Context: an optimization exercise on an open-source flow, tuned for small area. The choices shown serve that exercise and are no tape-out recipe. Function was checked by simulation only, so behaviour that the tests miss may differ from the original. No activity file was given, so power comes from the tool's default toggle rates.

<file path="flow/config.mk">
export PLATFORM = sky130hd
export DESIGN_NAME = lcd_rect_fill_streamer_top
export DESIGN_NICKNAME = lcd_rect_fill_streamer_top
export VERILOG_FILES = /design/flow/design.v
export SDC_FILE = /design/flow/constraint.sdc
export NUM_CORES = 4
export LEC_CHECK = 0
export CAP_MARGIN = 20
export CORE_MARGIN = 2
export CORE_UTILIZATION = 40
export SLEW_MARGIN = 20
</file>
<file path="flow/constraint.sdc">
create_clock -name core_clock -period 10.0 [get_ports {i_clk}]
set_input_delay 2.0000 -clock core_clock [delete_from_list [all_inputs] [get_ports {i_clk}]]
set_output_delay 2.0000 -clock core_clock [all_outputs]
set_load 0.01 [all_outputs]
</file>
<file path="flow/design.v">
`timescale 1ns / 1ps
`default_nettype none
package lrf_pkg;
    localparam int MAX_SIDE_DEF = 1024;
    localparam logic [7:0] CMD_COL_SET   = 8'h2A;
    localparam logic [7:0] CMD_ROW_SET   = 8'h2B;
    localparam logic [7:0] CMD_MEM_WRITE = 8'h2C;
    localparam int          PANEL_REG_W      = 11;
    localparam logic [10:0] PANEL_W_RESET    = 11'd240;
    localparam logic [10:0] PANEL_H_RESET    = 11'd320;
    localparam int          CFG_ADDR_W       = 3;
    localparam logic [0:0]  REG_PANEL_WIDTH  = 1'b0;
    localparam logic [0:0]  REG_PANEL_HEIGHT = 1'b1;
    localparam logic KIND_FILL = 1'b0;
    localparam logic KIND_TICK = 1'b1;
    typedef enum logic [1:0] {
        ST_BYTE     = 2'd0,
        ST_ACCEPTED = 2'd1,
        ST_REJECTED = 2'd2,
        ST_BUSY     = 2'd3
    } t_status;
    typedef enum logic [3:0] {
        PH_IDLE    = 4'd0,
        PH_COL_CMD = 4'd1,
        PH_COL_D0  = 4'd2,
        PH_COL_D1  = 4'd3,
        PH_COL_D2  = 4'd4,
        PH_COL_D3  = 4'd5,
        PH_ROW_CMD = 4'd6,
        PH_ROW_D0  = 4'd7,
        PH_ROW_D1  = 4'd8,
        PH_ROW_D2  = 4'd9,
        PH_ROW_D3  = 4'd10,
        PH_MEM_CMD = 4'd11,
        PH_PIXELS  = 4'd12
    } t_phase;
    typedef struct packed {
        logic [PANEL_REG_W-1:0] width;
        logic [PANEL_REG_W-1:0] height;
    } t_panel_cfg;
    typedef struct packed {
        logic               kind;
        logic signed [15:0] origin_col;
        logic signed [15:0] origin_row;
        logic signed [15:0] rect_width;
        logic signed [15:0] rect_height;
        logic [15:0]        fill_color;
    } t_req;
    typedef struct packed {
        t_status     status;
        logic [7:0]  spi_byte;
        logic        is_data;
        logic        release_select;
        logic        fill_done;
    } t_res;
endpackage
`default_nettype wire
`timescale 1ns / 1ps
`default_nettype none
module lrf_cfg_regs (
    input  wire logic                  i_clk,
    input  wire logic                  i_rst_n,
    input  wire logic                  psel,
    input  wire logic                  penable,
    input  wire logic                  pwrite,
    input  wire logic [lrf_pkg::CFG_ADDR_W-1:0] paddr,
    input  wire logic [31:0]           pwdata,
    output logic [31:0]                prdata,
    output logic                       pready,
    output lrf_pkg::t_panel_cfg        o_panel
);
    logic [lrf_pkg::PANEL_REG_W-1:0] r_panel_width;
    logic [lrf_pkg::PANEL_REG_W-1:0] r_panel_height;
    logic                   w_write;
    assign w_write = psel && penable && pwrite;
    assign pready  = 1'b1;
    always_ff @(posedge i_clk) begin
        if (!i_rst_n) begin
            r_panel_width  <= lrf_pkg::PANEL_W_RESET;
            r_panel_height <= lrf_pkg::PANEL_H_RESET;
        end else if (w_write) begin
            if (paddr[2]) r_panel_height <= pwdata[lrf_pkg::PANEL_REG_W-1:0];
            else          r_panel_width  <= pwdata[lrf_pkg::PANEL_REG_W-1:0];
        end
    end
    assign prdata = {21'd0, paddr[2] ? r_panel_height : r_panel_width};
    assign o_panel.width  = r_panel_width;
    assign o_panel.height = r_panel_height;
endmodule
`default_nettype wire
`timescale 1ns / 1ps
`default_nettype none
module lrf_clip (
    input  wire logic signed [15:0] i_origin,
    input  wire logic signed [15:0] i_size,
    output logic                    o_bad,      
    output logic [9:0]              o_start,    
    output logic [9:0]              o_size_m1   
);
    assign o_bad     = i_origin[15] || (i_origin[14:10] != 5'd0)
                       || i_size[15] || (i_size == 16'sd0);
    assign o_start   = i_origin[9:0];
    assign o_size_m1 = (i_size[14:10] != 5'd0) ? 10'h3FF : (i_size[9:0] - 10'd1);
endmodule
`default_nettype wire
`timescale 1ns / 1ps
`default_nettype none
module lrf_engine (
    input  wire logic               i_clk,
    input  wire logic               i_rst_n,
    input  lrf_pkg::t_panel_cfg     i_panel,
    input  wire logic               i_req_valid,
    output logic                    i_req_ready,
    input  wire logic               i_req_kind,
    input  wire logic signed [15:0] i_req_origin_col,
    input  wire logic signed [15:0] i_req_origin_row,
    input  wire logic signed [15:0] i_req_rect_width,
    input  wire logic signed [15:0] i_req_rect_height,
    input  wire logic [15:0]        i_req_fill_color,
    output logic                    o_res_valid,
    input  wire logic               o_res_ready,
    output logic [1:0]              o_res_status,
    output logic [7:0]              o_res_spi_byte,
    output logic                    o_res_is_data,
    output logic                    o_res_release_select,
    output logic                    o_res_fill_done
);
    localparam logic [3:0] PH_IDLE    = 4'd0;
    localparam logic [3:0] PH_COL_CMD = 4'd1;
    localparam logic [3:0] PH_COL_D0  = 4'd2;
    localparam logic [3:0] PH_COL_D1  = 4'd3;
    localparam logic [3:0] PH_COL_D2  = 4'd4;
    localparam logic [3:0] PH_COL_D3  = 4'd5;
    localparam logic [3:0] PH_ROW_CMD = 4'd6;
    localparam logic [3:0] PH_ROW_D0  = 4'd7;
    localparam logic [3:0] PH_ROW_D1  = 4'd8;
    localparam logic [3:0] PH_ROW_D2  = 4'd9;
    localparam logic [3:0] PH_ROW_D3  = 4'd10;
    localparam logic [3:0] PH_MEM_CMD = 4'd11;
    localparam logic [3:0] PH_PIX_HI  = 4'd12;
    localparam logic [3:0] PH_PIX_LO  = 4'd13;
    logic        r_in_valid;
    logic        r_kind;
    logic        w_advance;
    logic        r_bad;        
    logic [9:0]  r_x;          
    logic [9:0]  r_y;          
    logic [9:0]  r_cw;         
    logic [9:0]  r_ch;         
    logic [15:0] r_color;
    logic [3:0]  r_phase;
    logic [3:0]  n_phase;
    logic        r_out_valid;
    logic        n_out_valid;
    logic [1:0]  r_status;
    logic [1:0]  n_status;
    logic [7:0]  r_byte;
    logic [7:0]  n_byte;
    logic        r_is_data, n_is_data;
    logic        r_rel, n_rel;
    logic        r_done, n_done;
    logic        w_bad_c, w_bad_r;
    logic [9:0]  w_x_in, w_y_in, w_cw_in, w_ch_in;
    lrf_clip u_clip_col (
        .i_origin (i_req_origin_col), .i_size (i_req_rect_width),
        .o_bad (w_bad_c), .o_start (w_x_in), .o_size_m1 (w_cw_in)
    );
    lrf_clip u_clip_row (
        .i_origin (i_req_origin_row), .i_size (i_req_rect_height),
        .o_bad (w_bad_r), .o_start (w_y_in), .o_size_m1 (w_ch_in)
    );
    logic [10:0] w_pw, w_ph;
    assign w_pw = {i_panel.width[10],  i_panel.width[9:0]  & {10{~i_panel.width[10]}}};
    assign w_ph = {i_panel.height[10], i_panel.height[9:0] & {10{~i_panel.height[10]}}};
    logic        w_idle, w_pix_lo, w_single;
    logic [10:0] w_bx, w_by, w_sx, w_sy;
    logic        w_cx, w_cy;
    assign w_idle   = (r_phase == PH_IDLE);
    assign w_pix_lo = (r_phase == PH_PIX_LO);
    assign w_single = (r_cw == 10'd0) && (r_ch == 10'd0);
    always_comb begin
        if (w_idle) begin
            w_bx = ~w_pw; w_by = ~w_ph; w_cx = 1'b1; w_cy = 1'b1;
        end else if (w_pix_lo) begin
            w_bx = 11'h7FF; w_by = 11'h7FF; w_cx = 1'b0; w_cy = 1'b0;
        end else begin
            w_bx = {1'b0, r_cw}; w_by = {1'b0, r_ch}; w_cx = w_single; w_cy = w_single;
        end
    end
    assign w_sx = {1'b0, r_x} + w_bx + 11'(w_cx);
    assign w_sy = {1'b0, r_y} + w_by + 11'(w_cy);
    logic        w_reject;
    logic [9:0]  w_room_x, w_room_y;
    assign w_reject = r_bad || !w_sx[10] || !w_sy[10];
    assign w_room_x = ~w_sx[9:0];
    assign w_room_y = ~w_sy[9:0];
    assign w_advance   = r_in_valid && (!r_out_valid || o_res_ready);
    assign i_req_ready = !r_in_valid || w_advance;
    logic w_accept;
    logic w_ld_cnt;      
    logic w_col_wrap;    
    logic w_x_dec;
    always_comb begin
        n_phase     = r_phase;
        n_out_valid = 1'b0;
        n_status    = 2'd0;
        n_byte      = 8'h00;
        n_is_data   = 1'b0;
        n_rel       = 1'b0;
        n_done      = 1'b0;
        w_accept    = 1'b0;
        w_ld_cnt    = 1'b0;
        w_col_wrap  = 1'b0;
        w_x_dec     = 1'b0;
        if (!r_kind) begin
            n_out_valid = 1'b1;
            if (!w_idle) begin
                n_status = 2'd3;
            end else if (w_reject) begin
                n_status = 2'd2;
            end else begin
                n_status = 2'd1;
                n_phase  = PH_COL_CMD;
                w_accept = 1'b1;
            end
        end else if (!w_idle) begin
            n_out_valid = 1'b1;
            n_phase     = r_phase + 4'd1;
            n_is_data   = 1'b1;
            case (r_phase)
                PH_COL_CMD: begin n_byte = 8'h2A; n_is_data = 1'b0; n_rel = 1'b1; end
                PH_COL_D0:  n_byte = {6'd0, r_x[9:8]};
                PH_COL_D1:  n_byte = r_x[7:0];
                PH_COL_D2:  n_byte = {5'd0, w_sx[10:8]};
                PH_COL_D3:  n_byte = w_sx[7:0];
                PH_ROW_CMD: begin n_byte = 8'h2B; n_is_data = 1'b0; n_rel = 1'b1; end
                PH_ROW_D0:  n_byte = {6'd0, r_y[9:8]};
                PH_ROW_D1:  n_byte = r_y[7:0];
                PH_ROW_D2:  n_byte = {5'd0, w_sy[10:8]};
                PH_ROW_D3:  n_byte = w_sy[7:0];
                PH_MEM_CMD: begin
                    n_byte = 8'h2C; n_is_data = 1'b0; n_rel = 1'b1; w_ld_cnt = 1'b1;
                end
                PH_PIX_HI:  n_byte = r_color[15:8];
                default: begin
                    n_byte = r_color[7:0];
                    if (!w_sx[10]) begin
                        w_x_dec = 1'b1;
                        n_phase = PH_PIX_HI;
                    end else if (!w_sy[10]) begin
                        w_col_wrap = 1'b1;
                        n_phase    = PH_PIX_HI;
                    end else begin
                        n_phase = PH_IDLE;
                        n_rel   = 1'b1;
                        n_done  = 1'b1;
                    end
                end
            endcase
        end
    end
    logic w_run_next;
    assign w_run_next = w_advance ? (n_phase != PH_IDLE) : !w_idle;
    always_ff @(posedge i_clk) begin
        if (!i_rst_n) begin
            r_in_valid  <= 1'b0;
            r_phase     <= PH_IDLE;
            r_out_valid <= 1'b0;
        end else begin
            if (i_req_ready) r_in_valid <= i_req_valid;
            if (w_advance) begin
                r_phase     <= n_phase;
                r_out_valid <= n_out_valid;
            end else if (o_res_ready) begin
                r_out_valid <= 1'b0;
            end
        end
    end
    always_ff @(posedge i_clk) begin
        if (i_req_ready) r_kind <= i_req_kind;
        if (w_advance) begin
            r_status  <= n_status;
            r_byte    <= n_byte;
            r_is_data <= n_is_data;
            r_rel     <= n_rel;
            r_done    <= n_done;
        end
        if (i_req_ready && !w_run_next) begin
            r_bad   <= w_bad_c || w_bad_r;
            r_x     <= w_x_in;
            r_y     <= w_y_in;
            r_cw    <= w_cw_in;
            r_ch    <= w_ch_in;
            r_color <= i_req_fill_color;
        end else if (w_advance) begin
            if (w_accept) begin
                if (r_cw > w_room_x) r_cw <= w_room_x;
                if (r_ch > w_room_y) r_ch <= w_room_y;
            end
            if (w_ld_cnt) begin
                r_x <= r_cw;
                r_y <= r_ch;
            end
            if (w_x_dec) r_x <= w_sx[9:0];
            if (w_col_wrap) begin
                r_x <= r_cw;
                r_y <= w_sy[9:0];
            end
        end
    end
    assign o_res_valid          = r_out_valid;
    assign o_res_status         = r_status;
    assign o_res_spi_byte       = r_byte;
    assign o_res_is_data        = r_is_data;
    assign o_res_release_select = r_rel;
    assign o_res_fill_done      = r_done;
endmodule
`default_nettype wire
`timescale 1ns / 1ps
`default_nettype none
module lcd_rect_fill_streamer_top (
    input  wire logic                  i_clk,
    input  wire logic                  i_rst_n,
    input  wire logic                  i_req_valid,
    output logic                       i_req_ready,
    input  wire logic                  i_req_kind,
    input  wire logic signed [15:0]    i_req_origin_col,
    input  wire logic signed [15:0]    i_req_origin_row,
    input  wire logic signed [15:0]    i_req_rect_width,
    input  wire logic signed [15:0]    i_req_rect_height,
    input  wire logic [15:0]           i_req_fill_color,
    output logic                       o_res_valid,
    input  wire logic                  o_res_ready,
    output logic [1:0]                 o_res_status,
    output logic [7:0]                 o_res_spi_byte,
    output logic                       o_res_is_data,
    output logic                       o_res_release_select,
    output logic                       o_res_fill_done,
    input  wire logic                  psel,
    input  wire logic                  penable,
    input  wire logic                  pwrite,
    input  wire logic [lrf_pkg::CFG_ADDR_W-1:0] paddr,
    input  wire logic [31:0]           pwdata,
    output logic [31:0]                prdata,
    output logic                       pready
);
    lrf_pkg::t_panel_cfg w_panel;
    lrf_cfg_regs u_cfg (
        .i_clk   (i_clk),
        .i_rst_n (i_rst_n),
        .psel    (psel),
        .penable (penable),
        .pwrite  (pwrite),
        .paddr   (paddr),
        .pwdata  (pwdata),
        .prdata  (prdata),
        .pready  (pready),
        .o_panel (w_panel)
    );
    lrf_engine u_engine (
        .i_clk                (i_clk),
        .i_rst_n              (i_rst_n),
        .i_panel              (w_panel),
        .i_req_valid          (i_req_valid),
        .i_req_ready          (i_req_ready),
        .i_req_kind           (i_req_kind),
        .i_req_origin_col     (i_req_origin_col),
        .i_req_origin_row     (i_req_origin_row),
        .i_req_rect_width     (i_req_rect_width),
        .i_req_rect_height    (i_req_rect_height),
        .i_req_fill_color     (i_req_fill_color),
        .o_res_valid          (o_res_valid),
        .o_res_ready          (o_res_ready),
        .o_res_status         (o_res_status),
        .o_res_spi_byte       (o_res_spi_byte),
        .o_res_is_data        (o_res_is_data),
        .o_res_release_select (o_res_release_select),
        .o_res_fill_done      (o_res_fill_done)
    );
endmodule
`default_nettype wire
</file>
<file path="flow/run.sh">
#!/bin/bash
# synth_recipe.tcl (not shown) runs the flow's synth.tcl, then flattens the netlist and writes it again
# the make line also repeats each setting of config.mk as NAME=value (left out here)
make -C /OpenROAD-flow-scripts/flow DESIGN_CONFIG=/design/flow/config.mk WORK_HOME=/design/flow/orfs CLKGATE_MAP_FILE= SYNTH_SCRIPT=/design/flow/synth_recipe.tcl finish
</file>
==> results of run 1 <==
area by class of cell:
class / count / area [um^2]
repair buffers: 130 / 1289
flip-flops and latches: 99 / 2693
multi-input cells: 596 / 4192
clock inverters: 4 / 16.27
fillers: 1667 / 9015
inverters: 22 / 82.58
well taps: 229 / 286.5
clock buffers: 12 / 267.8
layout by cell type (no fill, tap or decap), types with 6 or more instances in the layout:
master / netlist / routed
sky130_fd_sc_hd__a211oi_1: 7 / 7
sky130_fd_sc_hd__a21boi_0: 17 / 17
sky130_fd_sc_hd__a21o_1: 8 / 8
sky130_fd_sc_hd__a21oi_1: 53 / 53
sky130_fd_sc_hd__a22oi_1: 8 / 8
sky130_fd_sc_hd__and2_1: 7 / 7
sky130_fd_sc_hd__clkbuf_16: 0 / 10
sky130_fd_sc_hd__clkdlybuf4s50_1: 0 / 125
sky130_fd_sc_hd__conb_1: 2 / 22
sky130_fd_sc_hd__dfxtp_1: 28 / 28
sky130_fd_sc_hd__edfxtp_1: 71 / 71
sky130_fd_sc_hd__ha_1: 44 / 44
sky130_fd_sc_hd__inv_1: 22 / 25
sky130_fd_sc_hd__mux2_2: 39 / 39
sky130_fd_sc_hd__mux2_4: 15 / 15
sky130_fd_sc_hd__mux2i_1: 21 / 21
sky130_fd_sc_hd__nand2_1: 77 / 77
sky130_fd_sc_hd__nand2b_1: 6 / 6
sky130_fd_sc_hd__nand3_1: 15 / 15
sky130_fd_sc_hd__nand4_1: 8 / 8
sky130_fd_sc_hd__nor2_1: 74 / 74
sky130_fd_sc_hd__nor2b_1: 10 / 10
sky130_fd_sc_hd__nor3_1: 12 / 12
sky130_fd_sc_hd__nor4_1: 8 / 8
sky130_fd_sc_hd__o211ai_1: 6 / 6
sky130_fd_sc_hd__o21ai_0: 28 / 28
sky130_fd_sc_hd__o21bai_1: 8 / 8
sky130_fd_sc_hd__or3_1: 10 / 10
sky130_fd_sc_hd__xnor2_1: 19 / 19
sky130_fd_sc_hd__xor2_1: 11 / 11
worst register-to-register path, delay by kind of cell, from the launching register on:
kind	cells	cell delay, ns
compound gates	6	2.48
fa+ha+maj	3	1.14
buf+inv	3	0.65
flops	1	0.42
simple gates	5	1.67
through the flow:
step	setup WS [ns]	utilization (%)	std cells
floorplan	4.645	-	775
global placement	3.539	47.88	1076
detailed placement	3.311	47.88	1076
CTS	3.319	49.47	1092
global route	2.800	49.47	1092
finish	3.307	49.47	1092
power by group:
part | switching (mW) | internal (mW) | leakage (nW)
combinational | 0.451 | 0.333 | 2.27
clock | 0.152 | 0.188 | 0.151
sequential | 0.0580 | 0.522 | 0.900
flip-flops by register name (all words and copies together) (netlist names):
signal                flops
u_engine.r_ch            10
u_engine.r_color         16
u_cfg.r_panel_width      11
u_engine.r_x             10
u_engine.r_status         2
u_engine.r_done           1
u_engine.r_bad            1
u_engine.r_kind           1
u_engine.r_y             10
u_engine.r_rel            1
u_engine.r_phase          4
u_engine.r_in_valid       1
u_engine.r_cw            10
u_cfg.r_panel_height     11
u_engine.r_out_valid      1
u_engine.r_byte           8
u_engine.r_is_data        1
logic make-up after synthesis:
logic type | synth area share (%)
mux | 12.11
buf+inv | 5.718
compound gates | 16.17
xor+xnor | 3.639
other cells | 0.1040
fa+ha+maj | 8.733
flops | 37.29
simple gates | 16.24
synth_stat cells, types with 7 or more instances:
cell,n,area (um^2)
sky130_fd_sc_hd__or3_1,10,62.56
sky130_fd_sc_hd__inv_1,22,82.58
sky130_fd_sc_hd__nand3_1,15,75.07
sky130_fd_sc_hd__edfxtp_1,71,2132
sky130_fd_sc_hd__and2_1,7,43.79
sky130_fd_sc_hd__xnor2_1,19,166.4
sky130_fd_sc_hd__mux2i_1,21,210.2
sky130_fd_sc_hd__mux2_2,39,439.2
sky130_fd_sc_hd__dfxtp_1,28,560.5
sky130_fd_sc_hd__mux2_4,15,225.2
sky130_fd_sc_hd__xor2_1,11,96.34
sky130_fd_sc_hd__a211oi_1,7,52.55
sky130_fd_sc_hd__nor4_1,8,50.05
sky130_fd_sc_hd__nand4_1,8,50.05
sky130_fd_sc_hd__nor2_1,74,277.8
sky130_fd_sc_hd__a22oi_1,8,60.06
sky130_fd_sc_hd__nor2b_1,10,62.56
sky130_fd_sc_hd__a21oi_1,53,265.3
sky130_fd_sc_hd__nand2_1,77,289.0
sky130_fd_sc_hd__nor3_1,12,60.06
sky130_fd_sc_hd__o21ai_0,28,140.1
sky130_fd_sc_hd__ha_1,44,550.5
sky130_fd_sc_hd__o21bai_1,8,60.06
sky130_fd_sc_hd__a21boi_0,17,127.6
sky130_fd_sc_hd__clkbuf_1,27,101.4
sky130_fd_sc_hd__buf_4,23,172.7
sky130_fd_sc_hd__a21o_1,8,60.06
routing by layer:
metal  wire length (um)  up-vias  GRT usage (%)
met2              10100      226          36.56
met4                593        0          7.626
met5                  0        -              0
met1               9853     2921          30.84
li1                   -     2937              -
met3               1208       30          3.395
final timing paths:
path                             end                    start  slack [ns]  cells after the start
max reg2reg         u_engine.r_cw[2]      u_engine.r_phase[0]        3.31                     17
max                 u_engine.r_cw[2]      u_engine.r_phase[0]        3.31                     17
min reg2reg  u_cfg.r_panel_height[8]  u_cfg.r_panel_height[8]        0.52                      2
min          u_cfg.r_panel_height[8]  u_cfg.r_panel_height[8]        0.52                      2
==> run summary, run 1 <==
Hold repair after CTS inserted 0 buffers. The number of max-cap violations is 0. The first detailed-routing pass took 5 iterations.

The I/O pin total is 171. The number of flip-flops and latches in the synthesized netlist came out at 99. In this run the worst path has a maximum fanout of 31.

The global-route wire length before repair is 33.68 mm. The final number of setup-violating endpoints came out at 0. The placed cell area came out at 8542 um^2.

The core region is 17,840 um^2. The slew of the pin with the lowest slew margin came out at 1.060 ns. The number of buffers and inverters on the critical path is 3. The number of antenna diodes in the final layout is 0. The largest net degree at the start of global routing is 34.

The initial antenna violation count is 0. The root buffer cell chosen for the clock tree is sky130_fd_sc_hd__clkbuf_16. Dividing the detail-routed via count by the number of cells gives 5.599. VDD sags by at most 0.07221 mV. The signal on the critical path passes through inv_1 > ha_1 > nand2_1 > nand2_1 > o21ai_0 > fa_1 > inv_1 > fa_1 > a211oi_1 > nor3b_1 > o21ba_2 > a311oi_2 > nand2_1 > or4_4 > a41o_2 > buf_4 > o21bai_1. The number of H-tree levels came out at 3.

The ratio of final minimum period to clock period is 66.93%. The summed area of non-filler cells in the final layout is 8826 um^2. The final route contains 6,114 vias. The area of the die came out at 19,140 um^2. The share of the Yosys chip area taken by registers is 37.29%. The count of buffers inserted at the top-level ports is 125. The DRC marker count from the first detailed-route iteration came out at 490. The worst hold path belongs to the class reg -> reg. The detailed-route wire length came out at 21.76 mm.

The number of global-route vias before repair is 5,941. TritonCTS built the clock tree. The clock insertion delay at the later pin of the skew report came out at 0.36 ns. The power density over cell area came out at 193.1 nW/um^2.

The die boundary height came out at 138.4 um. In the final routed layout, each cell accounts on average for 19.93 um. The relative area change from synthesis to final layout came out at 22.23%. The relative slew slack came out at 29.16%. After clock tree synthesis, the clock-pin slew on the worst setup and hold paths is 0.06 ns. The die boundary width came out at 138.4 um. The aggregate global routing overflow came out at 0. The fmax came out at 0.1494 GHz. At the worst endpoint, the required time is 10.01 ns. The maximum root-to-sink buffer count came out at 2.

The per-instance average area after synthesis came out at 9.564 um^2. The count of instances resized after the clock tree is built came out at 0. The global router's overall resource usage came out at 22.51%. In this design, the critical path's most frequently occurring cell is sky130_fd_sc_hd__nand2_1. Counting the buffers created by CTS gives 9. The detailed placement HPWL came out at 17.23 mm.

The number of enable-type register cells in the synthesized netlist is 71. The number of standard-cell rows in the floorplan came out at 49. The share of async-settable or async-resettable flops after synthesis is 0%. Setup repair after global routing left no endpoint under its margin.

At the end of the flow, the number of nets in the layout was 1,029. The leakage power of the design is 3.317 nW. In this run the remaining antenna-violating nets after routing total 0. Counting every sink on the clock net gives 99. The smallest hold slack came out at 0.5249 ns. For the finished layout, the period the worst path requires is 6.693 ns.

The count of cell types in the netlist is 66. The number of max-slew violations in the final report is 0. The run finished with no timing, DRC or antenna violations.

STA classifies the critical path startpoint as a flip-flop. The cell family contributing the most delay on the critical path is compound AO/OA/AOI/OAI gates. The Yosys step of the flow raised 2 warnings. The final number of hold-violating endpoints is 0. The number of setup buffers added after CTS is 0. The routability congestion estimate from global placement is 0.9200.

STA classifies the critical path endpoint as a flip-flop. The initial standard-cell utilization of the core is 40.47%. The setup path with the least slack is of type reg -> reg. The overall power consumption is 1.704 mW. The delay of the slowest cell on the worst path is 0.61 ns. The top flip-flop cell by instance count after synthesis is sky130_fd_sc_hd__edfxtp_1. The worst setup skew after layout is 0.009391 ns. The ratio of cells with drive above 1 in the final layout is 9.502%. The number of instances in the synthesized netlist came out at 755. The aggregate negative setup slack came out at 0 ns. Summing every instance area after synthesis gives 7221 um^2.

Among all stages on the critical path, the largest delay is contributed by sky130_fd_sc_hd__a41o_2. At the worst endpoint, the arrival time is 6.70 ns. The DRC violation count after routing is 0.
==> run 2, diff against run 1 <==
--- a/flow/design.v
+++ b/flow/design.v
@@ -139,4 +139,5 @@
     localparam logic [3:0] PH_MEM_CMD = 4'd11;
-    localparam logic [3:0] PH_PIX_HI  = 4'd12;
+    localparam logic [3:0] PH_PIX_HI  = 4'd12;   
     localparam logic [3:0] PH_PIX_LO  = 4'd13;
+    localparam logic [3:0] PH_PIX_HI1 = 4'd14;   
     logic        r_in_valid;
@@ -158,5 +159,2 @@
     logic [7:0]  n_byte;
-    logic        r_is_data, n_is_data;
-    logic        r_rel, n_rel;
-    logic        r_done, n_done;
     logic        w_bad_c, w_bad_r;
@@ -174,3 +172,3 @@
     assign w_ph = {i_panel.height[10], i_panel.height[9:0] & {10{~i_panel.height[10]}}};
-    logic        w_idle, w_pix_lo, w_single;
+    logic        w_idle, w_pix_lo, w_end, w_single;
     logic [10:0] w_bx, w_by, w_sx, w_sy;
@@ -179,2 +177,4 @@
     assign w_pix_lo = (r_phase == PH_PIX_LO);
+    assign w_end    = (r_phase == PH_COL_D2) || (r_phase == PH_COL_D3)
+                      || (r_phase == PH_ROW_D2) || (r_phase == PH_ROW_D3);
     assign w_single = (r_cw == 10'd0) && (r_ch == 10'd0);
@@ -185,8 +185,13 @@
             w_bx = 11'h7FF; w_by = 11'h7FF; w_cx = 1'b0; w_cy = 1'b0;
-        end else begin
+        end else if (w_end) begin
             w_bx = {1'b0, r_cw}; w_by = {1'b0, r_ch}; w_cx = w_single; w_cy = w_single;
+        end else begin
+            w_bx = 11'd0; w_by = 11'd0; w_cx = 1'b0; w_cy = 1'b0;
         end
     end
-    assign w_sx = {1'b0, r_x} + w_bx + 11'(w_cx);
-    assign w_sy = {1'b0, r_y} + w_by + 11'(w_cy);
+    logic [11:0] w_tx, w_ty;
+    assign w_tx = {1'b0, r_x, w_cx} + {w_bx, w_cx};
+    assign w_ty = {1'b0, r_y, w_cy} + {w_by, w_cy};
+    assign w_sx = w_tx[11:1];
+    assign w_sy = w_ty[11:1];
     logic        w_reject;
@@ -207,5 +212,2 @@
         n_byte      = 8'h00;
-        n_is_data   = 1'b0;
-        n_rel       = 1'b0;
-        n_done      = 1'b0;
         w_accept    = 1'b0;
@@ -228,18 +230,18 @@
             n_phase     = r_phase + 4'd1;
-            n_is_data   = 1'b1;
             case (r_phase)
-                PH_COL_CMD: begin n_byte = 8'h2A; n_is_data = 1'b0; n_rel = 1'b1; end
-                PH_COL_D0:  n_byte = {6'd0, r_x[9:8]};
-                PH_COL_D1:  n_byte = r_x[7:0];
-                PH_COL_D2:  n_byte = {5'd0, w_sx[10:8]};
-                PH_COL_D3:  n_byte = w_sx[7:0];
-                PH_ROW_CMD: begin n_byte = 8'h2B; n_is_data = 1'b0; n_rel = 1'b1; end
-                PH_ROW_D0:  n_byte = {6'd0, r_y[9:8]};
-                PH_ROW_D1:  n_byte = r_y[7:0];
-                PH_ROW_D2:  n_byte = {5'd0, w_sy[10:8]};
-                PH_ROW_D3:  n_byte = w_sy[7:0];
+                PH_COL_CMD: n_byte = 8'h2A;
+                PH_COL_D0, PH_COL_D2: n_byte = {5'd0, w_sx[10:8]};
+                PH_COL_D1, PH_COL_D3: n_byte = w_sx[7:0];
+                PH_ROW_CMD: n_byte = 8'h2B;
+                PH_ROW_D0, PH_ROW_D2: n_byte = {5'd0, w_sy[10:8]};
+                PH_ROW_D1, PH_ROW_D3: n_byte = w_sy[7:0];
                 PH_MEM_CMD: begin
-                    n_byte = 8'h2C; n_is_data = 1'b0; n_rel = 1'b1; w_ld_cnt = 1'b1;
+                    n_byte   = 8'h2C;
+                    n_phase  = PH_PIX_HI1;
+                    w_ld_cnt = 1'b1;
+                end
+                PH_PIX_HI, PH_PIX_HI1: begin
+                    n_byte  = r_color[15:8];
+                    n_phase = PH_PIX_LO;
                 end
-                PH_PIX_HI:  n_byte = r_color[15:8];
                 default: begin
@@ -254,4 +256,2 @@
                         n_phase = PH_IDLE;
-                        n_rel   = 1'b1;
-                        n_done  = 1'b1;
                     end
@@ -281,7 +281,4 @@
         if (w_advance) begin
-            r_status  <= n_status;
-            r_byte    <= n_byte;
-            r_is_data <= n_is_data;
-            r_rel     <= n_rel;
-            r_done    <= n_done;
+            r_status <= n_status;
+            r_byte   <= n_byte;
         end
@@ -310,2 +307,6 @@
     end
+    logic w_byte, w_cmd, w_last;
+    assign w_byte = (r_status == 2'd0);
+    assign w_cmd  = (r_phase == PH_COL_D0) || (r_phase == PH_ROW_D0) || (r_phase == PH_PIX_HI1);
+    assign w_last = w_idle;
     assign o_res_valid          = r_out_valid;
@@ -313,5 +314,5 @@
     assign o_res_spi_byte       = r_byte;
-    assign o_res_is_data        = r_is_data;
-    assign o_res_release_select = r_rel;
-    assign o_res_fill_done      = r_done;
+    assign o_res_is_data        = w_byte && !w_cmd;
+    assign o_res_release_select = w_byte && (w_cmd || w_last);
+    assign o_res_fill_done      = w_byte && w_last;
 endmodule
==> flow/flow/run.sh (new file) <==
#!/bin/bash
# Standard ORFS layout, with the port buffers made from the smallest buffer cell.
set -euo pipefail
export BUFFER_PORTS_ARGS="-buffer_cell sky130_fd_sc_hd__buf_1"
bash standard.sh finish > standard_flow.log 2>&1
==> flow/standard.sh (new file) <==
#!/bin/bash
# synth_recipe.tcl (not shown) runs the flow's synth.tcl, then flattens the netlist and writes it again
# the make line also repeats each setting of config.mk as NAME=value (left out here)
make -C /OpenROAD-flow-scripts/flow DESIGN_CONFIG=/design/flow/config.mk WORK_HOME=/design/flow/orfs CLKGATE_MAP_FILE= SYNTH_SCRIPT=/design/flow/synth_recipe.tcl "${@:-finish}"
removed: flow/run.sh
==> run 2 against run 1 <==
Synthesized cell count rose by 3.8%; sequential power down 5.9%; largest cell class unchanged; hold slack lost 0.035 ns; critical endpoint is now u_engine.r_y[6]; final cell count up 2.5%; setup slack worse by 0.0097 ns; largest power group unchanged; global-route usage shrank 0.68 points; first-iteration DRC count increased by 8.0%.
==> run summary, run 2 <==
The run finished with no timing, DRC or antenna violations. The type of the setup path with the least slack is reg -> reg. Setup repair after global routing left no endpoint under its margin. The initial antenna violation count is 0 (unchanged). By area the synthesized netlist is led by sky130_fd_sc_hd__edfxtp_1 (28%), sky130_fd_sc_hd__ha_1 (8.0%), sky130_fd_sc_hd__dfxtp_1 (7.8%), sky130_fd_sc_hd__nand2_1 (4.9%), sky130_fd_sc_hd__a21oi_1 (4.8%). The total of hold buffers inserted after clock tree synthesis is 0 (unchanged).

The number of buffers created by CTS is 9 (unchanged). The per-instance average area after synthesis came to 9.148 um^2 (-4.3%). The least setup slack across all paths after layout is 3.297 ns (-0.009720 ns). The share of power burned in the clock network came out at 23.9% (+3.9 points).

The DRC violation count after routing is 0 (unchanged). The number of enable-type register cells in the synthesized netlist is 68 (-4.2%). In the synthesized netlist, the cells that appear most often are sky130_fd_sc_hd__nand2_1 (93), sky130_fd_sc_hd__a21oi_1 (69), sky130_fd_sc_hd__edfxtp_1 (68). The share of async-settable or async-resettable flops after synthesis is 0% (unchanged). The synthesized-area fraction occupied by and/or/nand/nor cells came out at 18.30% (+2.1 points). The detailed-route wire length was 20.04 mm (-7.9%). The count of instances resized after the clock tree is built came out at 0 (unchanged). The largest net degree at the start of global routing is 41 (+21%). The per-cell routed wire length is 17.91 um (-10%). The number of max-slew violations in the final report is 0 (unchanged). The sink count of the clock tree is 96 (-3.0%).

The most instantiated library cell after synthesis is sky130_fd_sc_hd__nand2_1. The data required time of the critical path is 10.00 ns (about the same). The die boundary width came to 137.9 um (-0.33%). The area share of xor/xnor cells in the synthesized design is 3.297% (-0.34 points). In the synthesized netlist the dominant register cell turns out to be sky130_fd_sc_hd__edfxtp_1. The power density over cell area came out at 198.8 nW/um^2 (+3.0%).

The worst-case setup slack after placement is 3.436 ns (+0.1255 ns). The portion of total power attributed to sequential cells came to 34.1% (about the same). The final number of hold-violating endpoints came to 0 (unchanged). Traced cell by cell, the critical path runs through inv_1 > ha_1 > or3b_1 > nand2_1 > a21oi_1 > a21oi_1 > ha_1 > nand2_1 > or3_1 > nand4b_2 > a21o_1 > a221oi_4 > nor3_2 > or4_1 > o32ai_4 > buf_4 > o22a_1. The ratio of cells with drive above 1 in the final layout is 6.488% (-3.0 points). In the layout the commonest cells are sky130_fd_sc_hd__buf_1 (125), sky130_fd_sc_hd__nand2_1 (93), sky130_fd_sc_hd__a21oi_1 (69), sky130_fd_sc_hd__edfxtp_1 (68), sky130_fd_sc_hd__nor2_1 (62). The clock root buffer is sky130_fd_sc_hd__clkbuf_16. STA classifies the critical path endpoint as a flip-flop. The residual antenna-violating net count after detailed routing is 0 (unchanged).

In the final layout, the registers with the most flip-flops are u_engine.r_color (16), u_cfg.r_panel_height (11), u_cfg.r_panel_width (11). The total number of nets in the final design came to 1,060 (+3.0%). The share of the yosys chip area belonging to registers came out at 36.29% (-1.0 points). The clock-pin slew on the worst setup and hold paths is 0.07 ns (about the same).

The minimum clock period after layout came out at 6.703 ns (+0.009720 ns). The number of instances in the synthesized netlist was 784 (+3.8%). The routability congestion estimate from global placement came out at 0.8811 (-4.2%).

The leakage power of the design was 2.968 nW (-11%). The top-area cell type share of the netlist area came out at 28.47% (-1.1 points). The data arrival time at the worst-slack endpoint is 6.70 ns (about the same). The largest individual stage delay along the critical path comes from the cell sky130_fd_sc_hd__or3b_1. The share of synthesized area spent on multiplexers is 10.66% (-1.5 points). The placeable core region came out at 17,420 um^2 (-2.4%).

The depth of the worst hold-timing path came out at 2 (unchanged). The synthesized-area fraction occupied by adder cells was 8.583% (-0.15 points). The worst setup skew after layout is 0.007351 ns (-0.002039 ns).

More flip-flops sit in one register than any other, and that register is u_engine.r_color. The clock insertion delay at the later pin of the skew report is 0.36 ns (about the same). The relative area change from synthesis to final layout is 12.16%. The number of max-cap violations came out at 0 (unchanged). The flip-flop count of the largest register, all copies and words added is 16 (unchanged).

The number of standard-cell rows in the floorplan is 48 (-2.0%). The fmax came out at 0.1492 GHz (-0.15%). The summed area of non-filler cells in the final layout was 8044 um^2 (-8.9%).

The delay of the slowest cell on the worst path is 0.61 ns (about the same). The post-detailed-route via-to-cell ratio was 5.550 (-0.88%). The placed cell area came to 7722 um^2 (-9.6%). The most common library cell in the layout ignoring fill and taps is sky130_fd_sc_hd__buf_1. The relative slew slack came out at 44.46% (+15 points).

The cell depth of the worst flop-to-flop path is 17 (unchanged). The number of H-tree levels was 3 (unchanged). TritonCTS built the clock tree. The global-route wire length before repair is 31.47 mm (-6.6%). The path class of the tightest hold or removal check is reg -> reg.

The cell taking the most area after synthesis is sky130_fd_sc_hd__edfxtp_1. The switching power share of the total came out at 38.69% (-0.12 points). The synthesized cell area was 7172 um^2 (-0.68%).

The number of diodes came out at 0 (unchanged). After synthesis, the largest family of logic cells by area is simple AND/OR/NAND/NOR gates. The ratio of final minimum period to clock period is 67.03% (+0.097 points).

The detailed placement HPWL is 15.40 mm (-11%). The switching power came out at 0.6188 mW (-6.4%). The global router's overall resource usage came out at 21.83% (-0.68 points).

The aggregate negative setup slack came out at 0 ns (unchanged). The startpoint kind of the worst setup timing path is a flip-flop. The DRC marker count from the first detailed-route iteration was 529 (+8.0%). The slew of the pin with the lowest slew margin came to 0.8301 ns (-0.2303 ns). The area of the die was 19,020 um^2 (-0.66%). The I/O pin total came out at 171 (unchanged). The synthesized-area fraction occupied by ao, oa, aoi and oai cells came to 16.52% (+0.35 points). The number of flip-flops and latches in the synthesized netlist was 96 (-3.0%).

The aggregate global routing overflow came out at 0 (unchanged). The count of cell types in the netlist came to 71 (+7.6%). The total via count in the routed design came out at 6,210 (+1.6%). The count of buffers inserted at the top-level ports came out at 125 (unchanged). The cell-internal power was 0.9807 mW (-6.0%). The die boundary height is 137.9 um (-0.33%). The relative contribution of combinational cells to total power is 42.0% (-4.0 points). The worst ir drop on vdd is 0.1142 mV (+58%). The initial standard-cell utilization of the core came out at 41.18% (+0.71 points).

The top fanout value on the critical path is 40 (+29%). The length of the first detailed-routing pass in iterations came to 7 (+2). The maximum root-to-sink buffer count is 2 (unchanged). The post-CTS setup buffer count came out at 0 (unchanged). The number of global-route vias before repair came out at 5,890 (-0.86%). The final number of setup-violating endpoints came to 0 (unchanged). The number of warnings issued by yosys came out at 2 (unchanged).
-- run 2: cell types whose count changed in the layout (fill, tap and decap cells not counted), moves of 7 or more --
| cell | before | now |
|---|---|---|
| sky130_fd_sc_hd__buf_1 | 0 | 125 |
| sky130_fd_sc_hd__mux2_2 | 39 | 29 |
| sky130_fd_sc_hd__clkdlybuf4s50_1 | 125 | 0 |
| sky130_fd_sc_hd__nand2_1 | 77 | 93 |
| sky130_fd_sc_hd__mux2_4 | 15 | 0 |
| sky130_fd_sc_hd__a21oi_1 | 53 | 69 |
| sky130_fd_sc_hd__nor2_1 | 74 | 62 |
| sky130_fd_sc_hd__a22oi_1 | 8 | 1 |
| sky130_fd_sc_hd__mux2_1 | 0 | 22 |
-- run 2: path summary, 6_finish.rpt --
path / end / startpoint / slack, ns
max: u_engine.r_y[6] / u_engine.r_phase[0] / 3.30
min: u_cfg.r_panel_width[2] / u_cfg.r_panel_width[2] / 0.49
max reg2reg: u_engine.r_y[6] / u_engine.r_phase[0] / 3.30
min reg2reg: u_cfg.r_panel_width[2] / u_cfg.r_panel_width[2] / 0.49
-- run 2: power groups by stage --
stage	sequential, mW	combinational, mW	clock, mW
6_report	0.546	0.671	0.382
5_1_grt	0.550	0.749	0.402
3_3_place_gp	0.551	0.649	0
2_1_floorplan	0.526	0.485	0
4_1_cts	0.543	0.667	0.385
3_5_place_dp	0.552	0.656	0
-- run 2: worst max-delay path, delay by kind of cell, from the launching register on --
kind,cells,cell delay [ns]
fa+ha+maj,2,0.71
simple gates,7,2.60
flops,1,0.44
buf+inv,2,0.66
compound gates,6,1.87
-- run 2: logic make-up after synthesis --
logic type	after synthesis
fa+ha+maj	48
xor+xnor	27
buf+inv	85
compound gates	185
mux	70
simple gates	271
other cells	2
flops	96
-- run 2: layout make-up --
| type | count | area, um^2 |
|---|---|---|
| multi-input combinational | 623 | 4215 |
| sequential | 96 | 2603 |
| clock buffer | 10 | 229.0 |
| inverter | 29 | 108.9 |
| clock inverter | 6 | 92.59 |
| tap | 225 | 281.5 |
| timing repair buffer | 130 | 514.2 |
| fill | 1730 | 9373 |
-- run 2: per-stage QoR --
stage	util (%)	hold slack [ns]	power (mW)	cells
finish	46.19	0.4904	1.600	1119
global route	46.19	0.5213	1.701	1119
CTS	46.19	0.4897	1.595	1119
detailed placement	44.34	0.4797	1.208	1103
global placement	44.25	0.4743	1.201	1102
floorplan	-	0.4535	1.011	804
-- run 2: layer usage --
metal  up-vias  wire length (um)  GRT usage, %
met4         0               365         6.406
met5         -                 0             0
met2       215              9046         34.63
met3        26              1244         2.961
met1      2924              9387         31.04
li1       3045                 -             -
==> run 3, diff against run 2 <==
==> flow/flow/run.sh (replaced) <==
#!/bin/bash
# Layout flow: the standard synthesis, then the same synthesis with an area-oriented
# ABC script; its netlist is used if its registers match the standard one exactly (names
# and cell types). Then the standard ORFS layout, with port buffers of the smallest cell.
set -uo pipefail
HERE=$PWD
RES=$HERE/orfs/results/$FLOW_PLATFORM/lcd_rect_fill_streamer_top/base

bash standard.sh synth > std_synth.log 2>&1 || exit 1
cp $RES/1_2_yosys.v std_1_2_yosys.v

export MY_ABC_SCRIPT=$HERE/flow/area.abc
make -C $FLOW_HOME DESIGN_CONFIG=$HERE/config.mk WORK_HOME=$HERE/area_orfs CLKGATE_MAP_FILE= \
  SYNTH_SCRIPT=$HERE/flow/my_synth.tcl synth > area_synth.log 2>&1
AREA_NET=$HERE/area_orfs/results/$FLOW_PLATFORM/lcd_rect_fill_streamer_top/base/1_2_yosys.v

if [[ -s $AREA_NET ]]; then
  python3 flow/regs.py std_1_2_yosys.v > regs_std.txt
  python3 flow/regs.py $AREA_NET > regs_area.txt
  if [[ -s regs_std.txt ]] && cmp -s regs_std.txt regs_area.txt; then
    echo "using area netlist" > choice.log
    cp $AREA_NET $RES/1_2_yosys.v
    rm -f $RES/1_synth.odb $RES/1_synth.sdc
  else
    echo "registers differ; using standard netlist" > choice.log
  fi
else
  echo "area synthesis failed; using standard netlist" > choice.log
fi

export BUFFER_PORTS_ARGS="-buffer_cell sky130_fd_sc_hd__buf_1"
# One tie cell per constant instead of one per constant output port.
export SKIP_REPAIR_TIE_FANOUT=1
bash standard.sh finish > standard_flow.log 2>&1
==> flow/flow/area.abc (new file) <==
strash
&get -n
&deepsyn -T 30
&put
&get -n
&dch -f
&nf -a -R 1000
&put
==> flow/flow/my_synth.tcl (new file) <==
# The standard synthesis (synth_recipe.tcl), with the ABC mapping step run on an
# area-oriented script instead of ORFS's speed script, and adders mapped by ABC too. Everything before and after the
# combinational mapping, and so every register, is the same as the standard synthesis.
proc synth {args} { yosys synth -nofsm -noshare {*}$args }
proc abc {args} {
  set i [lsearch $args -script]
  if {$i >= 0} {
    lset args [expr {$i+1}] $::env(MY_ABC_SCRIPT)
  }
  puts "area abc: $args"
  yosys abc {*}$args
}
# Adders are left to ABC as plain logic: no half/full adder cells, no Kogge-Stone carry map.
set ::env(ADDER_MAP_FILE) ""
set ::env(SYNTH_OPERATIONS_ARGS) " "
source $::env(SCRIPTS_DIR)/synth.tcl
# left out here: clear keep_hierarchy, flatten, clean up, hide names made inside functions, write 1_2_yosys.v
==> flow/flow/regs.py (new file) <==
# Print "celltype-without-drive instance" for every flip-flop in a Yosys netlist.
import re, sys
txt = open(sys.argv[1]).read()
out = []
for m in re.finditer(r'^\s*(sky130_fd_sc_hd__(\w+?)_\d+)\s+(\S+)\s*\(', txt, re.M):
    base = m.group(2)
    if re.match(r'(e?dfx|dfr|dfs|dfb|sdf|edfx|dlx|dlr)', base):
        out.append(base + ' ' + m.group(3))
for line in sorted(out):
    print(line)
==> run 3 against run 2 <==
Fmax down 21%; combinational power down about 40%; first-iteration DRC count down 38%; critical endpoint is now u_engine.r_x[8].
==> run summary, run 3 <==
The utilization of the core after routing came out at 47.61% (+1.4 points). The length of the first detailed-routing pass in iterations is 5 (-2). The count of instances resized after the clock tree is built came out at 0 (unchanged). The run finished with no timing, DRC or antenna violations. The number of instances in the synthesized netlist was 559 (-29%). The per-instance average area after synthesis is 10.25 um^2 (+12%).

The routability congestion estimate from global placement is 0.9013 (+2.3%). The total via count in the routed design is 4,941 (-20%). The DRC violation count after routing came out at 0 (unchanged). The total of hold buffers inserted after clock tree synthesis came out at 0 (unchanged).

The critical path is of the reg -> reg type. The number of diodes came to 0 (unchanged). The largest net degree at the start of global routing was 27 (-34%). The ratio of cells with drive above 1 in the final layout came out at 3.057% (-3.4 points). The number of buffers created by CTS came to 9 (unchanged). The residual antenna-violating net count after detailed routing is 0 (unchanged). The placeable core region is 13,930 um^2 (-20%). The final number of hold-violating endpoints was 0 (unchanged). The number of max-cap violations came out at 0 (unchanged). The top fanout value on the critical path is 26 (-35%). The summed area of non-filler cells in the final layout is 6634 um^2 (-18%). The path class of the tightest hold or removal check is reg -> reg. The largest individual stage delay along the critical path comes from the cell sky130_fd_sc_hd__dfxtp_1. The DRC marker count from the first detailed-route iteration is 329 (-38%). In the final layout, the registers with the most flip-flops are u_engine.r_color (16), u_cfg.r_panel_height (11), u_cfg.r_panel_width (11). The relative slew slack came out at 41.24% (-3.2 points). The number of filler cells placed in the layout came to 1,322 (-24%). The cell-internal power came out at 0.8717 mW (-11%). The number of global-route vias before repair came out at 4,774 (-19%). The minimum clock period after layout is 8.451 ns (+1.748 ns). The delay of the slowest cell on the worst path is 0.63 ns (+0.02 ns). The area of the die was 15,300 um^2 (-20%). The aggregate negative setup slack came out at 0 ns (unchanged). The relative contribution of combinational cells to total power was 31.3% (-11 points). The smallest hold slack came out at 0.5077 ns (+0.01733 ns). TritonCTS built the clock tree. The number of standard-cell rows in the floorplan is 43 (-10%).

The share of power burned in the clock network is 27.8% (+3.9 points). The count of buffers inserted at the top-level ports came out at 125 (unchanged). The most numerous cell type found on the critical path is sky130_fd_sc_hd__maj3_1. The data required time of the critical path came out at 9.98 ns (-0.02 ns). The worst setup path is captured at a flip-flop.

The data arrival time at the worst-slack endpoint is 8.43 ns (+1.73 ns). The aggregate global routing overflow came to 0 (unchanged). The post-detailed-route via-to-cell ratio came out at 5.699 (+2.7%). The total number of nets in the final design is 805 (-24%).

Setup repair after global routing left no endpoint under its margin. The die boundary height was 123.7 um (-10%). The switching power share of the total was 32.59% (-6.1 points). The detailed-route wire length came out at 16.15 mm (-19%). The slew of the pin with the lowest slew margin came out at 0.8782 ns (+0.04812 ns).

The per-cell routed wire length was 18.62 um (+4.0%). The worst setup skew after layout was 0.008193 ns (+0.0008417 ns). The number of H-tree levels came out at 3 (unchanged). The placed cell area came out at 6329 um^2 (-18%).

The ratio of final minimum period to clock period was 84.51% (+17 points). The clock-pin slew on the worst setup and hold paths is 0.07 ns (about the same). The switching power came out at 0.4213 mW (-32%). The worst ir drop on vdd is 0.08397 mV (-26%).

The post-CTS setup buffer count came out at 0 (unchanged). The fmax came out at 0.1183 GHz (-21%). The I/O pin total came to 171 (unchanged). The power density over cell area is 194.9 nW/um^2 (-2.0%). The synthesized cell area came out at 5732 um^2 (-20%). The clock root buffer is sky130_fd_sc_hd__clkbuf_16.

The number of max-slew violations in the final report is 0 (unchanged). The library cells used most frequently in the layout, excluding fill and tap cells, are sky130_fd_sc_hd__buf_1 (125), sky130_fd_sc_hd__edfxtp_1 (68), sky130_fd_sc_hd__nand2_1 (57), sky130_fd_sc_hd__nor2_1 (53), sky130_fd_sc_hd__a22oi_1 (31). The portion of total power attributed to sequential cells came out at 40.9% (+6.8 points). Leaving out fill and tap cells, the most frequent cell in the layout is sky130_fd_sc_hd__buf_1. The overall power consumption came out at 1.293 mW (-19%). The die boundary width is 123.7 um (-10%). The clock insertion delay at the later pin of the skew report is 0.35 ns (about the same).

The global-route wire length before repair is 24.84 mm (-21%). The global router's overall resource usage came to 21.61% (-0.22 points). The leakage power of the design was 2.246 nW (-24%).

The relative area change from synthesis to final layout came out at 15.74%. The flip-flop count of the largest register, all copies and words added came out at 16 (unchanged). The initial antenna violation count was 0 (unchanged).

The initial standard-cell utilization of the core is 41.13% (-0.045 points). The maximum root-to-sink buffer count was 2 (unchanged). Ranked by flip-flop count, first place goes to u_engine.r_color. The detailed placement HPWL came to 12.45 mm (-19%). The final number of setup-violating endpoints came to 0 (unchanged).

STA classifies the critical path startpoint as a flip-flop. The sink count of the clock tree is 96 (unchanged). The number of warnings issued by yosys is 2 (unchanged).
## run 3: changes by cell type in the layout (fill, tap and decap cells not counted), sizes merged, moves of 15 or more
cell,before,now
clkinv,2,25
a21boi,20,1
mux2,51,11
ha,46,0
a22o,1,16
a21oi,69,26
nand2,93,57
conb,22,2
a22oi,1,31
mux2i,19,0
maj3,0,28
inv,29,0
## run 3: cell type report
cell class	count	area, um^2	share of cell area (%)
well taps	180	225.2	3.395
clock buffers	12	236.5	3.565
inverters	23	86.33	1.301
flip-flops and latches	96	2603	39.23
repair buffers	134	536.8	8.091
clock inverters	4	68.82	1.037
multi-input cells	418	2878	43.38
## run 3: worst paths after layout
path	start	endpoint	slack, ns	cells past startpoint
worst max-delay path	u_engine.r_phase[1]	u_engine.r_x[8]	1.55	31
worst min-delay path	u_cfg.r_panel_height[3]	u_cfg.r_panel_height[3]	0.51	1
worst max register to register	u_engine.r_phase[1]	u_engine.r_x[8]	1.55	31
worst min register to register	u_cfg.r_panel_height[3]	u_cfg.r_panel_height[3]	0.51	1
## run 3: per-layer routing
layer	global-route usage, %	routed length (um)
met1	28.34	7130
met2	35.23	7486
met3	4.899	1104
met4	7.457	423
met5	0	0
## run 3: critical path: cells and delay by family (launching register included)
family	cells	cell delay, ns
adder cells (fa/ha/maj)	7	2.71
AO/OA/AOI/OAI	11	2.56
AND/OR/NAND/NOR	8	1.36
buffers and inverters	4	0.66
flip-flops	1	0.63
XOR/XNOR	1	0.15
## run 3: through the flow
step | worst slack, ns | cells
after floorplan | 1.728 | 559
after global placement | 1.842 | 851
after detailed placement | 1.614 | 851
after CTS | 1.578 | 867
after global routing | 0.9607 | 867
final | 1.549 | 867
## run 3: power groups by stage
stage | Combinational [mW] | Sequential, mW | Clock, mW
floorplan | 0.287 | 0.522 | 0
global placement | 0.396 | 0.535 | 0
finish | 0.404 | 0.529 | 0.360
global route | 0.443 | 0.534 | 0.380
CTS | 0.404 | 0.527 | 0.367
detailed placement | 0.401 | 0.536 | 0
==> run 4, diff against run 3 <==
--- a/flow/flow/run.sh
+++ b/flow/flow/run.sh
@@ -31,4 +31,2 @@
 export BUFFER_PORTS_ARGS="-buffer_cell sky130_fd_sc_hd__buf_1"
-# One tie cell per constant instead of one per constant output port.
-export SKIP_REPAIR_TIE_FANOUT=1
 bash standard.sh finish > standard_flow.log 2>&1
==> flow/flow/my_synth.tcl (replaced) <==
# The standard synthesis (synth_recipe.tcl), with the ABC mapping step run on an
# area-oriented script instead of ORFS's speed script. Everything before and after the
# combinational mapping, and so every register, is the same as the standard synthesis.
proc synth {args} { yosys synth -nofsm -noshare {*}$args }
proc abc {args} {
  set i [lsearch $args -script]
  if {$i >= 0} {
    lset args [expr {$i+1}] $::env(MY_ABC_SCRIPT)
  }
  puts "area abc: $args"
  yosys abc {*}$args
}
source $::env(SCRIPTS_DIR)/synth.tcl
# left out here: clear keep_hierarchy, flatten, clean up, hide names made inside functions, write 1_2_yosys.v
==> run 4 against run 3 <==
Flip-flop and latch count unchanged; clock-buffer cell count decreased by 1; combinational power increased by 130%; setup slack improved by 0.94 ns; synthesized cell count increased by 11%; area after synthesis increased by 7.2%; clock skew about the same; sequential share of layout area decreased by 2.6 points; routed wire length increased by 16%; largest cell class unchanged.
==> run summary, run 4 <==
The number of standard-cell rows in the floorplan was 45 (+4.7%). The flip-flop count of the largest register, all copies and words added came to 16 (unchanged). Counting flops per register, the top entry is u_engine.r_color. The capturing instance or port of the critical path is u_engine.r_x[0]. The count of instances resized after the clock tree is built came out at 0 (unchanged). In this run the worst setup path begins at u_engine.r_phase[2].

The length of the first detailed-routing pass in iterations came out at 7 (+2). In the final layout, the registers with the most flip-flops are u_engine.r_color (16), u_cfg.r_panel_height (11), u_cfg.r_panel_width (11). The number of global-route vias before repair is 5,237 (+9.7%). The total of hold buffers inserted after clock tree synthesis is 0 (unchanged).

The final number of setup-violating endpoints is 0 (unchanged). The ratio of final minimum period to clock period came out at 75.16% (-9.4 points). The least setup slack across all paths after layout was 2.484 ns (+0.9351 ns). The worst setup path is captured at a flip-flop. The I/O pin total is 171 (unchanged). The DRC marker count from the first detailed-route iteration came out at 505 (+53%). The type of the worst min-delay path is reg -> reg. The delay of the slowest cell on the worst path came out at 0.80 ns (+0.17 ns). The number of max-slew violations in the final report is 0 (unchanged). The area of the die came out at 16,370 um^2 (+6.9%). The initial antenna violation count is 0 (unchanged). The clock-pin slew on the worst setup and hold paths is 0.07 ns (about the same). The residual antenna-violating net count after detailed routing came to 0 (unchanged). The DRC violation count after routing came to 0 (unchanged). The relative area change from synthesis to final layout came to 15.76% (about the same). The synthesized cell area is 6143 um^2 (+7.2%). The number of diodes came to 0 (unchanged). The total number of nets in the final design came out at 933 (+16%). The post-CTS setup buffer count is 0 (unchanged).

The routability congestion estimate from global placement is 0.9799 (+8.7%). The die boundary height came out at 127.9 um (+3.4%). The worst ir drop on vdd came to 0.09636 mV (+15%). The library cell used most frequently in the layout, excluding fill and tap cells, is sky130_fd_sc_hd__buf_1. The startpoint identified for the worst register-to-register timing path is u_engine.r_phase[2]. The multi-input combinational cell area is 3353 um^2 (+17%).

The per-instance average area after synthesis is 9.941 um^2 (-3.1%). The top cell types in the final layout, fill and taps aside, are sky130_fd_sc_hd__buf_1 (125), sky130_fd_sc_hd__nand2_1 (69), sky130_fd_sc_hd__edfxtp_1 (68), sky130_fd_sc_hd__nor2_1 (49), sky130_fd_sc_hd__ha_1 (46). The per-cell routed wire length came out at 19.68 um (+5.7%). The number of warnings issued by yosys came out at 2 (unchanged).

The footprint of the flip-flops and latches came to 2603 um^2 (unchanged). The detailed placement HPWL was 14.25 mm (+14%). The leakage power of the design was 2.696 nW (+20%). The endpoint of the most critical register-to-register path is u_engine.r_x[0]. The cell depth of the worst flop-to-flop path is 27 (-13%). The placed cell area came out at 6833 um^2 (+8.0%). The global router's overall resource usage is 23.16% (+1.6 points). The number of buffers created by CTS is 9 (unchanged).

The minimum clock period after layout came out at 7.516 ns (-0.9351 ns). The placeable core region is 15,090 um^2 (+8.3%). The global-route wire length before repair is 28.70 mm (+16%).

The number of max-cap violations is 0 (unchanged). The detailed-route wire length came out at 18.78 mm (+16%). The final number of hold-violating endpoints is 0 (unchanged). The maximum root-to-sink buffer count is 2 (unchanged). The data required time of the critical path came out at 10.06 ns (+0.08 ns). The ratio of cells with drive above 1 in the final layout came out at 2.872% (-0.18 points). The clock insertion delay at the later pin of the skew report came to 0.36 ns (about the same). The slack of the worst reg-to-reg path is 2.48 ns (+0.94 ns). The power density over cell area came to 268.1 nW/um^2 (+38%).

The fmax came to 0.1330 GHz (+12%). On the critical path, the stage with the largest delay is an instance of sky130_fd_sc_hd__nand2b_1. The total via count in the routed design is 5,521 (+12%). The summed area of non-filler cells in the final layout was 7112 um^2 (+7.2%). The worst setup skew after layout is 0.008561 ns (+0.0003676 ns). The aggregate global routing overflow is 0 (unchanged). The count of buffers inserted at the top-level ports is 125 (unchanged). The die boundary width is 127.9 um (+3.4%). The run finished with no timing, DRC or antenna violations. The number of instances in the synthesized netlist came out at 618 (+11%). TritonCTS built the clock tree.

The top fanout value on the critical path came out at 33 (+27%). The overall power consumption is 1.907 mW (+47%). The sink count of the clock tree is 96 (unchanged). The initial standard-cell utilization of the core was 40.71% (-0.42 points). The number of H-tree levels came out at 3 (unchanged). The worst-case setup slack after placement is 2.671 ns (+1.057 ns). CTS placed an instance of sky130_fd_sc_hd__clkbuf_16 at the clock tree root. The largest net degree at the start of global routing came to 34 (+26%). The library cell appearing most often on the critical path is sky130_fd_sc_hd__a21oi_1. The slew of the pin with the lowest slew margin is 0.9099 ns (+0.03172 ns).

The data arrival time at the worst-slack endpoint came to 7.58 ns (-0.85 ns). Setup repair after global routing left no endpoint under its margin. The startpoint kind of the worst setup timing path is a flip-flop.

The post-detailed-route via-to-cell ratio came to 5.787 (+1.5%). The aggregate negative setup slack is 0 ns (unchanged). The relative slew slack came out at 39.34% (-1.9 points). The critical path is of the reg -> reg type. The number of filler cells placed in the layout came out at 1,453 (+9.9%).
==> run 4: metal layers <==
| layer | global-route usage (%) | wire [um] | up-vias |
|---|---|---|---|
| li1 | - | - | 2625 |
| met3 | 3.631 | 1322 | 37 |
| met5 | 0 | 0 | - |
| met1 | 31.15 | 7934 | 2631 |
| met4 | 10.02 | 552 | 0 |
| met2 | 37.15 | 8968 | 228 |
==> run 4: where the power goes <==
group	total (mW)	internal, mW	switching, mW	leakage, nW
Clock	0.337	0.191	0.146	0.133
Combinational	0.946	0.359	0.587	1.69
Sequential	0.623	0.547	0.0765	0.871
Total	1.91	1.10	0.809	2.70
==> run 4: worst min-delay path by stage <==
stage,from,to,slack (ns),cells past startpoint
floorplan,u_cfg.r_panel_width[4],u_cfg.r_panel_width[4],0.45,1
global placement,u_cfg.r_panel_width[8],u_cfg.r_panel_width[8],0.49,1
detailed placement,u_cfg.r_panel_width[8],u_cfg.r_panel_width[8],0.49,1
CTS,u_cfg.r_panel_height[0],u_cfg.r_panel_height[0],0.51,1
global route,u_cfg.r_panel_width[7],u_cfg.r_panel_width[7],0.53,1
finish,u_cfg.r_panel_height[2],u_cfg.r_panel_height[2],0.51,1
==> run 4: critical path: cells and delay by family (launching register included) <==
kind | cells | cell delay (ns)
xor gates and xnor gates | 1 | 0.17
AOI/OAI and AO/OA | 11 | 1.98
and+or+nand+nor | 10 | 3.37
buffers and inverters | 4 | 1.01
adders and majority gates | 1 | 0.24
DFF | 1 | 0.43
==> run 4: layout make-up <==
class                   count  share of cell area, %
multi-input cells         494                  47.15
repair buffers            135                  7.653
inverters                  26                  1.372
flip-flops and latches     96                  36.59
well taps                 188                  3.308
clock inverters             4                 0.6510
clock buffers              11                  3.272
==> run 4: through the flow <==
stage	instances	util [%]	hold slack, ns
final	954	47.13	0.5121
after CTS	954	47.13	0.5079
after global routing	954	47.13	0.5306
after global placement	939	45.28	0.4857
after detailed placement	939	45.28	0.4866
after floorplan	638	-	0.4526

[re-timing with driven ports]
How much do the figures lean on ideal ports? The routed layouts below were timed once more, with nothing changed but the port constraints. Step 1 (the two cells are an assumption about what drives the block):
set clk [get_ports {i_clk}]
set_driving_cell -lib_cell sky130_fd_sc_hd__clkbuf_16 $clk
set_driving_cell -lib_cell sky130_fd_sc_hd__buf_2 [delete_from_list [all_inputs] $clk]
Step 2, shift: input delay + t, output delay - t, t = (earliest + latest rising clock arrival at the registers) / 2. This alone moves slack from input paths to output paths. a / b / c = ideal / step 1 / step 2; a / b = the first two.
run | t, ns | slack for setup (ns) | worst setup path at the end
run 1 | 0.393 | 3.307 / 3.307 / 3.307 | register to register
run 2 | 0.395 | 3.297 / 3.297 / 3.297 | register to register
run 3 | 0.383 | 1.549 / 1.549 / 1.549 | register to register
run 4 | 0.397 | 2.484 / 2.484 / 2.484 | register to register
After both steps every run listed still meets setup and hold.
